From an optimization exercise on the open Yosys and OpenROAD flow, aimed at small area and a short achievable clock period; shortcuts taken in it are not production practice.
Power figures rest on the tool's default switching activity, not on a simulated workload.

## video_ctrl_top
module video_ctrl_top (
    input  logic                           clk,
    input  logic                           reset_n,
    input  logic                           reg_wr,
    input  logic [video_pkg::ADDR_W-1:0]   reg_addr,
    input  logic [video_pkg::DATA_W-1:0]   reg_wdata,
    output logic                           mem_req,
    output logic [video_pkg::ADDR_W-1:0]   mem_addr,
    input  logic                           mem_credit,
    input  logic                           mem_rsp_valid,
    input  logic [video_pkg::DATA_W-1:0]   mem_rsp_data,
    output logic [3:0]                     sync,     
    output logic [23:0]                    rgb       
);
    video_pkg::ctrl_cfg_t          ctrl_cfg;
    video_pkg::axis_cfg_t          h_cfg;
    video_pkg::axis_cfg_t          v_cfg;
    video_pkg::fetch_cfg_t         fetch_cfg;
    logic               pix_tick;
    logic               active;
    logic               fetch_line;
    logic               line_step;
    logic               line_wrap;
    logic               fifo_wr;
    video_pkg::rgb_t               fifo_wdata;
  ...
Size in the first run: roughly 160 I/O pins, about 33000 sq um of cells after synthesis.
==> module video_timing, before the edit <==
module video_timing (
    input  logic                           clk,
    input  logic                           reset_n,
    input  video_pkg::ctrl_cfg_t           ctrl_cfg,
    input  video_pkg::axis_cfg_t           h_cfg,      
    input  video_pkg::axis_cfg_t           v_cfg,      
    output logic                           pix_tick,
    output logic                           active,
    output logic                           fetch_line,
    output logic                           line_step,   
    output logic                           line_wrap,   
    output video_pkg::sync_t               sync
);
    logic [PCNT_W-1:0]  pdiv;                  
    logic [COORD_W-1:0] hcnt;
    logic [COORD_W-1:0] hcnt_new;
    logic [COORD_W-1:0] vsrc;                  
    logic               vs;                    
    logic [COORD_W-1:0] fy;                    
    logic [COORD_W-1:0] fy_new;
    logic               h_last;                
    logic               hb;                    
    logic               heq;                   
    logic               vb;                    
    logic               nld;                   
    logic               fy_last;               
    logic               heq_new;
    logic               en;
    assign en = ctrl_cfg.en;
    assign pix_tick = en && (pdiv >= ctrl_cfg.pcnt);
    assign active = en && !hb && !vb;
    assign fetch_line = pix_tick && heq && nld;
    assign hcnt_new = (!en || h_last) ? '0 : hcnt + 1'b1;
    assign heq_new  = (hcnt_new == h_cfg.size);
    assign line_step = !en || (pix_tick && h_last);
    assign line_wrap = en ? fy_last : (v_cfg.total == '0);
    assign vsrc      = en ? fy : '0;
    assign fy_new    = line_wrap ? '0 : (en ? fy + 1'b1 : COORD_W'(1));
    always_ff @(posedge clk) begin
        if (!en || pix_tick) begin
            pdiv <= '0;
        end else begin
            pdiv <= pdiv + 1'b1;
        end
    end
    always_ff @(posedge clk) begin
        if (!en || pix_tick) begin
            hcnt   <= hcnt_new;
            h_last <= (hcnt_new == h_cfg.total);
            heq    <= heq_new;
            hb     <= heq_new || (en && !h_last && hb);
        end
    end
    always_ff @(posedge clk) begin
        if (line_step) begin
            vs      <= (vsrc >= v_cfg.sync_start) && (vsrc < v_cfg.sync_end);
            fy      <= fy_new;
            fy_last <= (fy_new == v_cfg.total);
            nld     <= (fy_new < v_cfg.size);
            vb      <= en ? !nld : (v_cfg.size == '0);
        end
    end
    always_ff @(posedge clk or negedge reset_n) begin
        if (!reset_n) begin
            sync <= SYNC_IDLE;
        end else if (!en) begin
            sync <= SYNC_IDLE;
        end else begin
            sync.hblank <= hb;
            sync.hsync  <= (hcnt >= h_cfg.sync_start) && (hcnt < h_cfg.sync_end);
            sync.vblank <= vb;
            sync.vsync  <= vs;
        end
    end
endmodule
==> module line_fetch, before the edit <==
module line_fetch (
    input  logic                           clk,
    input  logic                           reset_n,
    input  video_pkg::fetch_cfg_t          fetch_cfg,
    input  video_pkg::axis_cfg_t           h_cfg,
    input  logic                           en,
    input  logic                           fetch_line,
    input  logic                           line_step,
    input  logic                           line_wrap,
    output logic                           mem_req,
    output logic [video_pkg::ADDR_W-1:0]   mem_addr,
    input  logic                           mem_credit,
    input  logic                           mem_rsp_valid,
    input  logic [video_pkg::DATA_W-1:0]   mem_rsp_data,
    output logic                           fifo_wr,
    output video_pkg::rgb_t                fifo_wdata,
    input  logic                           fifo_pop
);
    logic [COORD_W-1:0] remaining;             
    logic [ADDR_W-1:0]  line_off;              
    logic               first;                 
    logic [CRED_W-1:0]  credits;
    logic [FREE_W-1:0]  free_slots;            
    logic               issue;
    logic [CRED_W-1:0]  cred_inc, cred_dec;
    logic [FREE_W-1:0]  free_inc, free_dec;
    always_comb begin
        for (int i = 0; i < CRED_W; i++) begin
            cred_inc[i] = credits[i] ^ ((i == 0) ? 1'b1 : &(credits | ~CRED_W'((1 << i) - 1)));
            cred_dec[i] = credits[i] ^ ((i == 0) ? 1'b1 : ~|(credits & CRED_W'((1 << i) - 1)));
        end
        for (int i = 0; i < FREE_W; i++) begin
            free_inc[i] = free_slots[i] ^ ((i == 0) ? 1'b1 : &(free_slots | ~FREE_W'((1 << i) - 1)));
            free_dec[i] = free_slots[i] ^ ((i == 0) ? 1'b1 : ~|(free_slots & FREE_W'((1 << i) - 1)));
        end
    end
    assign issue = !fetch_line && (remaining != '0) && (credits != '0) &&
                   (free_slots != '0);
    always_ff @(posedge clk or negedge reset_n) begin
        if (!reset_n) begin
            mem_req    <= 1'b0;
            remaining  <= '0;
            credits    <= CRED_W'(MEM_CREDITS);
            free_slots <= FREE_W'(FIFO_DEPTH);
        end else begin
            mem_req    <= issue;
            if (issue && !mem_credit) begin
                credits <= cred_dec;
            end else if (!issue && mem_credit) begin
                credits <= cred_inc;
            end
            if (issue && !fifo_pop) begin
                free_slots <= free_dec;
            end else if (!issue && fifo_pop) begin
                free_slots <= free_inc;
            end
            if (fetch_line) begin
                remaining <= h_cfg.size;
            end else if (issue) begin
                remaining <= remaining - 1'b1;
            end
        end
    end
    logic [ADDR_W-1:0]  line_sum;
    logic [ADDR_W-1:0]  line_start;
    prefix_add32 i_line_sum (.a(line_off), .b(fetch_cfg.lineinc), .s(line_sum));
    prefix_add32 i_line_start (.a(fetch_cfg.base_address), .b(line_off), .s(line_start));
    always_ff @(posedge clk) begin
        if (line_step) begin
            line_off <= line_wrap ? '0 : (en ? line_sum : fetch_cfg.lineinc);
        end
    end
    always_ff @(posedge clk) begin
        if (fetch_line) begin
            mem_addr <= line_start;
            first    <= 1'b1;
        end else if (issue) begin
            first    <= 1'b0;
            if (!first) begin
                mem_addr <= mem_addr + ADDR_W'(4);
            end
        end
    end
    assign fifo_wr    = mem_rsp_valid;
    assign fifo_wdata = mem_rsp_data[23:0];    
endmodule
==> module prefix_add32, before the edit <==
module prefix_add32 (
    input  logic [31:0] a,
    input  logic [31:0] b,
    output logic [31:0] s
);
    logic [32*6-1:0] g;                        
    logic [32*6-1:0] p;                        
    assign g[31:0] = a & b;
    assign p[31:0] = a ^ b;
    for (genvar l = 0; l < 5; l++) begin : level
        for (genvar i = 0; i < 32; i++) begin : bit_i
            if ((i >> l) & 1) begin : merge
                localparam int J = ((i >> l) << l) - 1;
                assign g[32*(l+1)+i] = g[32*l+i] | (p[32*l+i] & g[32*l+J]);
                assign p[32*(l+1)+i] = p[32*l+i] & p[32*l+J];
            end else begin : pass
                assign g[32*(l+1)+i] = g[32*l+i];
                assign p[32*(l+1)+i] = p[32*l+i];
            end
        end
    end
    assign s = p[31:0] ^ {g[32*5+30:32*5], 1'b0};
endmodule
export LEC_CHECK = 0
export CAP_MARGIN = 20
export CORE_MARGIN = 2
export CORE_UTILIZATION = 40
export SETUP_SLACK_MARGIN = 5
export SLEW_MARGIN = 20
create_clock -name core_clock -period 9.0 [get_ports {clk}]
standard.sh (not shown) runs the stock make flow with config.mk's settings and CLKGATE_MAP_FILE= SYNTH_SCRIPT=/design/flow/synth_recipe.tcl, a recipe that flattens the netlist after the stock synthesis.
==> flow/flow/run.sh <==
#!/bin/bash
# Standard ORFS layout with fast port buffers and no CTS dummy loads.
set -euo pipefail
bash standard.sh \
  "BUFFER_PORTS_ARGS=-buffer_cell sky130_fd_sc_hd__buf_2" \
  "CTS_ARGS=-sink_clustering_enable -repair_clock_nets -dont_use_dummy_load" \
  "SETUP_SLACK_MARGIN=6" \
  finish > standard.log 2>&1
==> next run, changes <==
--- a/flow/design.v
+++ b/flow/design.v
@@ -122,12 +122,11 @@
     output video_pkg::sync_t               sync
 );
     logic [PCNT_W-1:0]  pdiv;                  
     logic [COORD_W-1:0] hcnt;
     logic [COORD_W-1:0] hcnt_new;
-    logic [COORD_W-1:0] vsrc;                  
-    logic               vs;                    
+    logic [COORD_W-1:0] vcnt;
     logic [COORD_W-1:0] fy;                    
     logic [COORD_W-1:0] fy_new;
     logic               h_last;                
     logic               hb;                    
     logic               heq;                   
@@ -142,11 +141,10 @@
     assign fetch_line = pix_tick && heq && nld;
     assign hcnt_new = (!en || h_last) ? '0 : hcnt + 1'b1;
     assign heq_new  = (hcnt_new == h_cfg.size);
     assign line_step = !en || (pix_tick && h_last);
     assign line_wrap = en ? fy_last : (v_cfg.total == '0);
-    assign vsrc      = en ? fy : '0;
     assign fy_new    = line_wrap ? '0 : (en ? fy + 1'b1 : COORD_W'(1));
     always_ff @(posedge clk) begin
         if (!en || pix_tick) begin
             pdiv <= '0;
         end else begin
@@ -161,11 +159,11 @@
             hb     <= heq_new || (en && !h_last && hb);
         end
     end
     always_ff @(posedge clk) begin
         if (line_step) begin
-            vs      <= (vsrc >= v_cfg.sync_start) && (vsrc < v_cfg.sync_end);
+            vcnt    <= en ? fy : '0;
             fy      <= fy_new;
             fy_last <= (fy_new == v_cfg.total);
             nld     <= (fy_new < v_cfg.size);
             vb      <= en ? !nld : (v_cfg.size == '0);
         end
@@ -177,11 +175,11 @@
             sync <= SYNC_IDLE;
         end else begin
             sync.hblank <= hb;
             sync.hsync  <= (hcnt >= h_cfg.sync_start) && (hcnt < h_cfg.sync_end);
             sync.vblank <= vb;
-            sync.vsync  <= vs;
+            sync.vsync  <= (vcnt >= v_cfg.sync_start) && (vcnt < v_cfg.sync_end);
         end
     end
 endmodule
 import video_pkg::*;
 module line_fetch (
@@ -245,22 +243,18 @@
             end else if (issue) begin
                 remaining <= remaining - 1'b1;
             end
         end
     end
-    logic [ADDR_W-1:0]  line_sum;
-    logic [ADDR_W-1:0]  line_start;
-    prefix_add32 i_line_sum (.a(line_off), .b(fetch_cfg.lineinc), .s(line_sum));
-    prefix_add32 i_line_start (.a(fetch_cfg.base_address), .b(line_off), .s(line_start));
     always_ff @(posedge clk) begin
         if (line_step) begin
-            line_off <= line_wrap ? '0 : (en ? line_sum : fetch_cfg.lineinc);
+            line_off <= line_wrap ? '0 : (en ? line_off + fetch_cfg.lineinc : fetch_cfg.lineinc);
         end
     end
     always_ff @(posedge clk) begin
         if (fetch_line) begin
-            mem_addr <= line_start;
+            mem_addr <= fetch_cfg.base_address + line_off;
             first    <= 1'b1;
         end else if (issue) begin
             first    <= 1'b0;
             if (!first) begin
                 mem_addr <= mem_addr + ADDR_W'(4);
@@ -268,33 +262,10 @@
         end
     end
     assign fifo_wr    = mem_rsp_valid;
     assign fifo_wdata = mem_rsp_data[23:0];    
 endmodule
-module prefix_add32 (
-    input  logic [31:0] a,
-    input  logic [31:0] b,
-    output logic [31:0] s
-);
-    logic [32*6-1:0] g;                        
-    logic [32*6-1:0] p;                        
-    assign g[31:0] = a & b;
-    assign p[31:0] = a ^ b;
-    for (genvar l = 0; l < 5; l++) begin : level
-        for (genvar i = 0; i < 32; i++) begin : bit_i
-            if ((i >> l) & 1) begin : merge
-                localparam int J = ((i >> l) << l) - 1;
-                assign g[32*(l+1)+i] = g[32*l+i] | (p[32*l+i] & g[32*l+J]);
-                assign p[32*(l+1)+i] = p[32*l+i] & p[32*l+J];
-            end else begin : pass
-                assign g[32*(l+1)+i] = g[32*l+i];
-                assign p[32*(l+1)+i] = p[32*l+i];
-            end
-        end
-    end
-    assign s = p[31:0] ^ {g[32*5+30:32*5], 1'b0};
-endmodule
 import video_pkg::*;
 module pixel_fifo (
     input  logic            clk,
     input  logic            reset_n,
     input  logic            wr,
What happened: Area after synthesis rose by a few percent; wire length grows by a few percent; worst setup slack is worse by 0.052 ns; register-to-register slack improved by 0.06 ns; combinational power went up slightly.
Function was not checked in any run of this note: the RTL went through the layout flow alone.

==> static timing again, ports no longer ideal <==
Ports are ideal in the flow. The routed layouts listed here were re-timed in OpenROAD.
Step 1, drivers: a clkbuf_16 drives clk and a buf_2 each remaining input, both assumed.
Step 2, shift: input delay + t, output delay - t, t = (earliest + latest rising clock arrival at the registers) / 2. This alone moves slack from input paths to output paths.
Three values: ideal ports, drivers, drivers and shift; two values: the first two.
run	t, ns	slack for setup (ns)	worst setup path at the end	worst slew at a driven data input, ns	pins driven straight from the clock port
the first run	0.669	5.816 / 5.850 / 5.181	input to register	0.10	1
the second run	0.665	5.763 / 5.783 / 5.118	input to register	0.11	1
After both steps every run listed still meets setup and hold. The setup slack of the second run, which loses most, moves by +0.020 ns with the drivers and by -0.645 ns with both steps.
